Background: an optimization exercise with open tools, aiming at small area and a short achievable clock period. Do not read the settings as production practice.
Function was checked by simulation only, so behaviour that the tests miss may differ from the original.
Power figures rest on the tool's default switching activity, not on a simulated workload.

==> inputs of 09-02 <==
// latency_scoreboard
module latency_scoreboard #(
   parameter int          HDR_WIDTH      = 24,
   parameter int          DATA_WIDTH     = 32,
   parameter int          NUM_SLOTS      = 8,
   parameter int          IN_DEPTH_LOG2  = 5,
   parameter int          IN_FULL_THRESH = 24,
   parameter int          Q_DEPTH_LOG2   = 3,
   parameter int          Q_FULL_THRESH  = 5,
   parameter logic [15:0] LFSR_SEED      = 16'hACE1
) (
   input  logic                           clk,
   input  logic                           rst,
   input  logic [HDR_WIDTH-1:0]           meta_i,
   input  logic [DATA_WIDTH-1:0]          data_i,
   input  logic                           write_en_i,
   output logic [HDR_WIDTH-1:0]           meta_o,
   output logic [DATA_WIDTH-1:0]          data_o,
   output logic [latsc_pkg::TID_WIDTH-1:0] tid_o,
   output logic                           valid_o,
   input  logic                           read_en_i,
   output logic                           empty_o,
   output logic                           full_o,
   output logic                           overflow_o,
   output logic                           underflow_o,
   output logic [31:0]                    count_o
);
  ...
==> flow/config.mk <==
export PLATFORM = sky130hd
export DESIGN_NAME = latency_scoreboard
export DESIGN_NICKNAME = latency_scoreboard
export VERILOG_FILES = /design/flow/design.v
export SDC_FILE = /design/flow/constraint.sdc
export NUM_CORES = 4
export LEC_CHECK = 0
export CAP_MARGIN = 20
export CORE_MARGIN = 2
export CORE_UTILIZATION = 55
export CTS_CLUSTER_DIAMETER = 100
export CTS_CLUSTER_SIZE = 25
export PLACE_DENSITY = 0.7
export SLEW_MARGIN = 20
export SYNTH_HIERARCHICAL = 1
export SYNTH_MINIMUM_KEEP_SIZE = 0
==> flow/constraint.sdc <==
create_clock -name core_clock -period 50.0 [get_ports {clk}]
set_input_delay 10.0000 -clock core_clock [delete_from_list [all_inputs] [get_ports {clk}]]
set_output_delay 10.0000 -clock core_clock [all_outputs]
set_load 0.01 [all_outputs]
standard.sh (not shown) runs the stock make flow with config.mk's settings and CLKGATE_MAP_FILE= SYNTH_SCRIPT=/design/flow/synth_recipe.tcl, a recipe that flattens the netlist after the stock synthesis.
==> flow/flow/run.sh <==
#!/bin/bash
# Layout flow: the standard ORFS flow (standard.sh, all stages from the
# standard synthesis to finish), with one change: the port buffers that
# buffer_ports inserts at placement are sky130_fd_sc_hd__buf_4 instead of the
# default cell, so the fixed I/O delays are not lengthened by slow buffers.
# ORFS writes each step's log under orfs/logs; make's own output goes to
# flow_make.log in the work folder.
set -euo pipefail
cd "$(dirname "$0")/.."
export BUFFER_PORTS_ARGS="-buffer_cell sky130_fd_sc_hd__buf_4"
bash standard.sh finish > flow_make.log 2>&1
==> inputs of 05-26, as changes to 09-02 <==
--- a/flow/design.v
+++ b/flow/design.v
@@ -55,14 +55,26 @@
       else case ({up, dn})
          2'b10:   y = a_up;
          2'b01:   y = a_dn;
          default: y = a_0;
       endcase
    end
 endmodule
+module latsc_dec #(
+   parameter int N  = 2,
+   parameter int SW = 1
+) (
+   input  logic [SW-1:0] idx,
+   output logic [N-1:0]  oh
+);
+   always_comb begin
+      for (int i = 0; i < N; i++)
+         oh[i] = (idx == SW'(i));
+   end
+endmodule
 `timescale 1ns/1ps
 module latency_scoreboard #(
    parameter int          HDR_WIDTH      = 24,
    parameter int          DATA_WIDTH     = 32,
    parameter int          NUM_SLOTS      = 8,
    parameter int          IN_DEPTH_LOG2  = 5,
    parameter int          IN_FULL_THRESH = 24,
@@ -103,27 +115,31 @@
    logic                in_full, in_empty, wr_ok;
    logic [5:0]          wp_q, rp_q, sp_q;
    logic [TL-1:0]       sp_tid_q;
    logic [MD*DW-1:0]    mem_q;
    assign in_full  = in_cnt_q[5];
    assign in_empty = (in_cnt_q == 6'd0);
    assign wr_ok    = write_en_i && !in_full;
+   logic [MD-1:0] wp_oh, rp_oh, sp_oh;
+   latsc_dec #(.N(MD), .SW(6)) u_wp_dec (.idx(wp_q), .oh(wp_oh));
+   latsc_dec #(.N(MD), .SW(6)) u_rp_dec (.idx(rp_q), .oh(rp_oh));
+   latsc_dec #(.N(MD), .SW(6)) u_sp_dec (.idx(sp_q), .oh(sp_oh));
    always_ff @(posedge clk) begin
       for (int i = 0; i < MD; i++)
-         if (!in_full && wp_q == 6'(i))
+         if (!in_full && wp_oh[i])
             mem_q[i*DW +: DW] <= {meta_i, data_i};
    end
    logic [2:0]    head_type;
    logic [DW-1:0] sp_word;
    always_comb begin
       head_type = '0;
       sp_word   = '0;
       for (int i = 0; i < MD; i++) begin
-         head_type = head_type | ({3{rp_q == 6'(i)}} & mem_q[i*DW+TP +: 3]);
-         sp_word   = sp_word   | ({DW{sp_q == 6'(i)}} & mem_q[i*DW +: DW]);
+         head_type = head_type | ({3{rp_oh[i]}} & mem_q[i*DW+TP +: 3]);
+         sp_word   = sp_word   | ({DW{sp_oh[i]}} & mem_q[i*DW +: DW]);
       end
    end
    logic [1:0] fst_q;
    logic       head_seen_q, push_q;
    logic       is_fence, pass_pop, fence_pop, in_pop;
    logic [2:0] q_cnt_q;
    logic       q_afull, q_empty, q_pop, q_valid_q;
@@ -323,39 +339,47 @@
    logic                  r_live_q;
    logic [2:0]            m_cnt;
    logic                  r_load;
    logic [SW-1:0]         pop_word;
    logic [SW-1:0]         head_word;
    logic [TL-1:0]         head_tl;
    logic [5:0]            cnt_q;
+   logic [5:0]            cnt_n_q;      
+   logic [5:0]            cnt_o_q;      
    logic [5:0]            cnt_base;
    logic                  empty_q, full_q;
    logic [5:0]            in_cnt_base;
+   logic [NUM_SLOTS-1:0] pop_oh;
+   logic [OD-1:0]        orp_oh, owp_oh;
+   latsc_dec #(.N(NUM_SLOTS), .SW(3)) u_pop_dec (.idx(pop_idx_q), .oh(pop_oh));
+   latsc_dec #(.N(OD), .SW(2)) u_orp_dec (.idx(orp_q), .oh(orp_oh));
+   latsc_dec #(.N(OD), .SW(2)) u_owp_dec (.idx(owp_q), .oh(owp_oh));
    always_comb begin
       pop_word = '0;
       for (int i = 0; i < NUM_SLOTS; i++)
-         pop_word = pop_word | ({SW{pop_idx_q == 3'(i)}} & sword_q[i]);
+         pop_word = pop_word | ({SW{pop_oh[i]}} & sword_q[i]);
       head_word = '0;
       for (int i = 0; i < OD; i++)
-         head_word = head_word | ({SW{orp_q == 2'(i)}} & omem_q[i*SW +: SW]);
+         head_word = head_word | ({SW{orp_oh[i]}} & omem_q[i*SW +: SW]);
    end
    always_ff @(posedge clk) begin
       for (int i = 0; i < OD; i++)
-         if (out_wr && owp_q == 2'(i))
+         if (out_wr && owp_oh[i])
             omem_q[i*SW +: SW] <= pop_word;
    end
    assign head_tl = head_word[DW +: TL];
    assign m_cnt  = o_cnt_q - 3'(r_live_q);
    assign r_load = !r_live_q && (m_cnt != 3'd0);
    always_ff @(posedge clk) begin
       if (r_load) begin
          {meta_o, data_o} <= head_word[DW-1:0];
          tid_o            <= {tid_q[15:TL] - 9'(head_tl > tid_q[TL-1:0]), head_tl};
       end
    end
+   assign cnt_q       = ~cnt_n_q;
    assign cnt_base    = cnt_q + 6'(push_q) + 6'(q_valid_q) - 6'(in_pop) - 6'(q_pop);
    assign in_cnt_base = in_cnt_q - 6'(in_pop);
    logic [2:0] o_base;
    logic [5:0] in_cnt_nx, cnt_nx;
    logic [2:0] o_cnt_nx;
    logic       empty_nx, full_nx;
    assign o_base = o_cnt_q + 3'(out_wr);
@@ -371,15 +395,16 @@
       .rst(rst), .up(wr_ok), .dn(rd_ok),
       .a_up(cnt_base + 6'd1), .a_0(cnt_base), .a_dn(cnt_base - 6'd1), .y(cnt_nx));
    always_ff @(posedge clk) begin
       in_cnt_q <= in_cnt_nx;
       full_q   <= full_nx;
       o_cnt_q  <= o_cnt_nx;
       empty_q  <= empty_nx;
-      cnt_q    <= cnt_nx;
+      cnt_n_q  <= ~cnt_nx;
+      cnt_o_q  <= cnt_nx;
    end
    always_ff @(posedge clk) begin
       if (rst) begin
          owp_q       <= '0;
          orp_q       <= '0;
          r_live_q    <= 1'b0;
          valid_o     <= 1'b0;
@@ -394,9 +419,9 @@
          valid_o     <= rd_ok;
          overflow_o  <= write_en_i && in_full;
          underflow_o <= read_en_i && o_empty;
       end
    end
    assign empty_o = empty_q;
    assign full_o  = full_q;
-   assign count_o = 32'(cnt_q);
+   assign count_o = 32'(cnt_o_q);
 endmodule
==> flow/flow/run.sh (replaced) <==
#!/bin/bash
# Layout flow: the standard ORFS flow (standard.sh, from the standard
# synthesis to finish), with two changes:
#  - the port buffers that buffer_ports inserts at placement are
#    sky130_fd_sc_hd__buf_2 instead of the default cell, so the fixed I/O
#    delays are not lengthened by slow buffers;
#  - the timing repair after clock tree synthesis and after global routing
#    works with a setup margin, so that it also improves the I/O paths that
#    set the achieved period (the clock period itself is unchanged).
# ORFS writes each step's log under orfs/logs; make's own output goes to
# flow_make_*.log in the work folder.
set -euo pipefail
cd "$(dirname "$0")/.."
export BUFFER_PORTS_ARGS="-buffer_cell sky130_fd_sc_hd__buf_2"
bash standard.sh synth floorplan place > flow_make_1.log 2>&1
export SETUP_SLACK_MARGIN=38.7
bash standard.sh cts route finish > flow_make_2.log 2>&1
==> flow/config.mk (replaced) <==
export PLATFORM = sky130hd
export DESIGN_NAME = latency_scoreboard
export DESIGN_NICKNAME = latency_scoreboard
export VERILOG_FILES = /design/flow/design.v
export SDC_FILE = /design/flow/constraint.sdc
export NUM_CORES = 4
export LEC_CHECK = 0
export CAP_MARGIN = 10
export CORE_MARGIN = 2
export CORE_UTILIZATION = 58
export CTS_CLUSTER_DIAMETER = 100
export CTS_CLUSTER_SIZE = 25
export PLACE_DENSITY = 0.72
export SLEW_MARGIN = 10
export SYNTH_HIERARCHICAL = 1
export SYNTH_MINIMUM_KEEP_SIZE = 0
==> inputs of 08-11, as changes to 09-02 <==
--- a/flow/design.v
+++ b/flow/design.v
@@ -55,14 +55,26 @@
       else case ({up, dn})
          2'b10:   y = a_up;
          2'b01:   y = a_dn;
          default: y = a_0;
       endcase
    end
 endmodule
+module latsc_dec #(
+   parameter int N  = 2,
+   parameter int SW = 1
+) (
+   input  logic [SW-1:0] idx,
+   output logic [N-1:0]  oh
+);
+   always_comb begin
+      for (int i = 0; i < N; i++)
+         oh[i] = (idx == SW'(i));
+   end
+endmodule
 `timescale 1ns/1ps
 module latency_scoreboard #(
    parameter int          HDR_WIDTH      = 24,
    parameter int          DATA_WIDTH     = 32,
    parameter int          NUM_SLOTS      = 8,
    parameter int          IN_DEPTH_LOG2  = 5,
    parameter int          IN_FULL_THRESH = 24,
@@ -103,27 +115,31 @@
    logic                in_full, in_empty, wr_ok;
    logic [5:0]          wp_q, rp_q, sp_q;
    logic [TL-1:0]       sp_tid_q;
    logic [MD*DW-1:0]    mem_q;
    assign in_full  = in_cnt_q[5];
    assign in_empty = (in_cnt_q == 6'd0);
    assign wr_ok    = write_en_i && !in_full;
+   logic [MD-1:0] wp_oh, rp_oh, sp_oh;
+   latsc_dec #(.N(MD), .SW(6)) u_wp_dec (.idx(wp_q), .oh(wp_oh));
+   latsc_dec #(.N(MD), .SW(6)) u_rp_dec (.idx(rp_q), .oh(rp_oh));
+   latsc_dec #(.N(MD), .SW(6)) u_sp_dec (.idx(sp_q), .oh(sp_oh));
    always_ff @(posedge clk) begin
       for (int i = 0; i < MD; i++)
-         if (!in_full && wp_q == 6'(i))
+         if (!in_full && wp_oh[i])
             mem_q[i*DW +: DW] <= {meta_i, data_i};
    end
    logic [2:0]    head_type;
    logic [DW-1:0] sp_word;
    always_comb begin
       head_type = '0;
       sp_word   = '0;
       for (int i = 0; i < MD; i++) begin
-         head_type = head_type | ({3{rp_q == 6'(i)}} & mem_q[i*DW+TP +: 3]);
-         sp_word   = sp_word   | ({DW{sp_q == 6'(i)}} & mem_q[i*DW +: DW]);
+         head_type = head_type | ({3{rp_oh[i]}} & mem_q[i*DW+TP +: 3]);
+         sp_word   = sp_word   | ({DW{sp_oh[i]}} & mem_q[i*DW +: DW]);
       end
    end
    logic [1:0] fst_q;
    logic       head_seen_q, push_q;
    logic       is_fence, pass_pop, fence_pop, in_pop;
    logic [2:0] q_cnt_q;
    logic       q_afull, q_empty, q_pop, q_valid_q;
@@ -323,39 +339,47 @@
    logic                  r_live_q;
    logic [2:0]            m_cnt;
    logic                  r_load;
    logic [SW-1:0]         pop_word;
    logic [SW-1:0]         head_word;
    logic [TL-1:0]         head_tl;
    logic [5:0]            cnt_q;
+   logic [5:0]            cnt_n_q;      
+   logic [5:0]            cnt_o_q;      
    logic [5:0]            cnt_base;
    logic                  empty_q, full_q;
    logic [5:0]            in_cnt_base;
+   logic [NUM_SLOTS-1:0] pop_oh;
+   logic [OD-1:0]        orp_oh, owp_oh;
+   latsc_dec #(.N(NUM_SLOTS), .SW(3)) u_pop_dec (.idx(pop_idx_q), .oh(pop_oh));
+   latsc_dec #(.N(OD), .SW(2)) u_orp_dec (.idx(orp_q), .oh(orp_oh));
+   latsc_dec #(.N(OD), .SW(2)) u_owp_dec (.idx(owp_q), .oh(owp_oh));
    always_comb begin
       pop_word = '0;
       for (int i = 0; i < NUM_SLOTS; i++)
-         pop_word = pop_word | ({SW{pop_idx_q == 3'(i)}} & sword_q[i]);
+         pop_word = pop_word | ({SW{pop_oh[i]}} & sword_q[i]);
       head_word = '0;
       for (int i = 0; i < OD; i++)
-         head_word = head_word | ({SW{orp_q == 2'(i)}} & omem_q[i*SW +: SW]);
+         head_word = head_word | ({SW{orp_oh[i]}} & omem_q[i*SW +: SW]);
    end
    always_ff @(posedge clk) begin
       for (int i = 0; i < OD; i++)
-         if (out_wr && owp_q == 2'(i))
+         if (out_wr && owp_oh[i])
             omem_q[i*SW +: SW] <= pop_word;
    end
    assign head_tl = head_word[DW +: TL];
    assign m_cnt  = o_cnt_q - 3'(r_live_q);
    assign r_load = !r_live_q && (m_cnt != 3'd0);
    always_ff @(posedge clk) begin
       if (r_load) begin
          {meta_o, data_o} <= head_word[DW-1:0];
          tid_o            <= {tid_q[15:TL] - 9'(head_tl > tid_q[TL-1:0]), head_tl};
       end
    end
+   assign cnt_q       = ~cnt_n_q;
    assign cnt_base    = cnt_q + 6'(push_q) + 6'(q_valid_q) - 6'(in_pop) - 6'(q_pop);
    assign in_cnt_base = in_cnt_q - 6'(in_pop);
    logic [2:0] o_base;
    logic [5:0] in_cnt_nx, cnt_nx;
    logic [2:0] o_cnt_nx;
    logic       empty_nx, full_nx;
    assign o_base = o_cnt_q + 3'(out_wr);
@@ -371,15 +395,16 @@
       .rst(rst), .up(wr_ok), .dn(rd_ok),
       .a_up(cnt_base + 6'd1), .a_0(cnt_base), .a_dn(cnt_base - 6'd1), .y(cnt_nx));
    always_ff @(posedge clk) begin
       in_cnt_q <= in_cnt_nx;
       full_q   <= full_nx;
       o_cnt_q  <= o_cnt_nx;
       empty_q  <= empty_nx;
-      cnt_q    <= cnt_nx;
+      cnt_n_q  <= ~cnt_nx;
+      cnt_o_q  <= cnt_nx;
    end
    always_ff @(posedge clk) begin
       if (rst) begin
          owp_q       <= '0;
          orp_q       <= '0;
          r_live_q    <= 1'b0;
          valid_o     <= 1'b0;
@@ -394,9 +419,9 @@
          valid_o     <= rd_ok;
          overflow_o  <= write_en_i && in_full;
          underflow_o <= read_en_i && o_empty;
       end
    end
    assign empty_o = empty_q;
    assign full_o  = full_q;
-   assign count_o = 32'(cnt_q);
+   assign count_o = 32'(cnt_o_q);
 endmodule
==> flow/config.mk (replaced) <==
export PLATFORM = sky130hd
export DESIGN_NAME = latency_scoreboard
export DESIGN_NICKNAME = latency_scoreboard
export VERILOG_FILES = /design/flow/design.v
export SDC_FILE = /design/flow/constraint.sdc
export NUM_CORES = 4
export LEC_CHECK = 0
export CAP_MARGIN = 20
export CORE_MARGIN = 2
export CORE_UTILIZATION = 62
export CTS_CLUSTER_DIAMETER = 100
export CTS_CLUSTER_SIZE = 25
export PLACE_DENSITY = 0.75
export SLEW_MARGIN = 20
export SYNTH_HIERARCHICAL = 1
export SYNTH_MINIMUM_KEEP_SIZE = 0
==> comparison table <==
Outcome: 08-11 finished clean; 09-02 finished clean; 05-26 finished clean
Netlist Area Pre-Place: 08-11 0.117 mm²; 09-02 0.118 mm²; 05-26 0.117 mm²
Post-layout worst setup margin: 08-11 38.45 ns; 09-02 38.58 ns; 05-26 38.63 ns
Met1 WL: 08-11 117000 µm; 09-02 122000 µm; 05-26 120000 µm
P_comb: 08-11 1.57 mW; 09-02 1.67 mW; 05-26 1.57 mW
Clock buffers: 08-11 160; 09-02 159; 05-26 167
Portion of netlist area occupied by mux cells: 08-11 0.00503; 09-02 0.0128; 05-26 0.00503
Via count of the first global-routing pass: 08-11 66559; 09-02 64639; 05-26 65488
Simple-gate area share of the yosys netlist: 08-11 0.0507; 09-02 0.0526; 05-26 0.0507
Final std cell area, no fill: 08-11 0.125 mm²; 09-02 0.126 mm²; 05-26 0.125 mm²
Hold Crit Start: 08-11 sctr_q[1][0]$_DFF_P_; 09-02 sctr_q[3][0]$_DFF_P_; 05-26 sctr_q[2][0]$_DFF_P_
Worst vdd rail ir drop: 08-11 0.0000637 V; 09-02 0.0000573 V; 05-26 0.0000738 V
Yosys warnings: 08-11 14; 09-02 11; 05-26 14
Placement row count: 08-11 159; 09-02 169; 05-26 164

==> afterwards: timing with drivers on the ports <==
The results above use ideal ports. As a check the final layouts listed here were re-extracted and re-timed, cells and wires unchanged.
Step 1: set_driving_cell puts a clkbuf_16 on clk and a buf_2 on each other input, an assumption about the parent block.
Step 2 also shifts input and output timing later by t, the mid clock arrival at the registers, as if the neighbouring blocks saw the same clock.
a / b / c = no drivers / after step 1 / after step 2; a / b = the first two.
run | t (ns) | setup WS [ns] | worst setup path at the end | latest minus earliest clock arrival (ns) | worst slew at a driven data input, ns
09-02 | 0.938 | 38.577 / 38.473 / 38.231 | input to register | 0.048 / 0.048 | 0.20
05-26 | 0.952 | 38.632 / 38.531 / 38.374 | input to register | 0.039 / 0.039 | 0.24
08-11 | 0.933 | 38.450 / 38.360 / 37.823 | input to register | 0.059 / 0.059 | 0.23
After both steps setup and hold are still met in every run listed. The setup slack of 08-11, which loses most, moves by -0.090 ns with the drivers and by -0.627 ns with both steps.
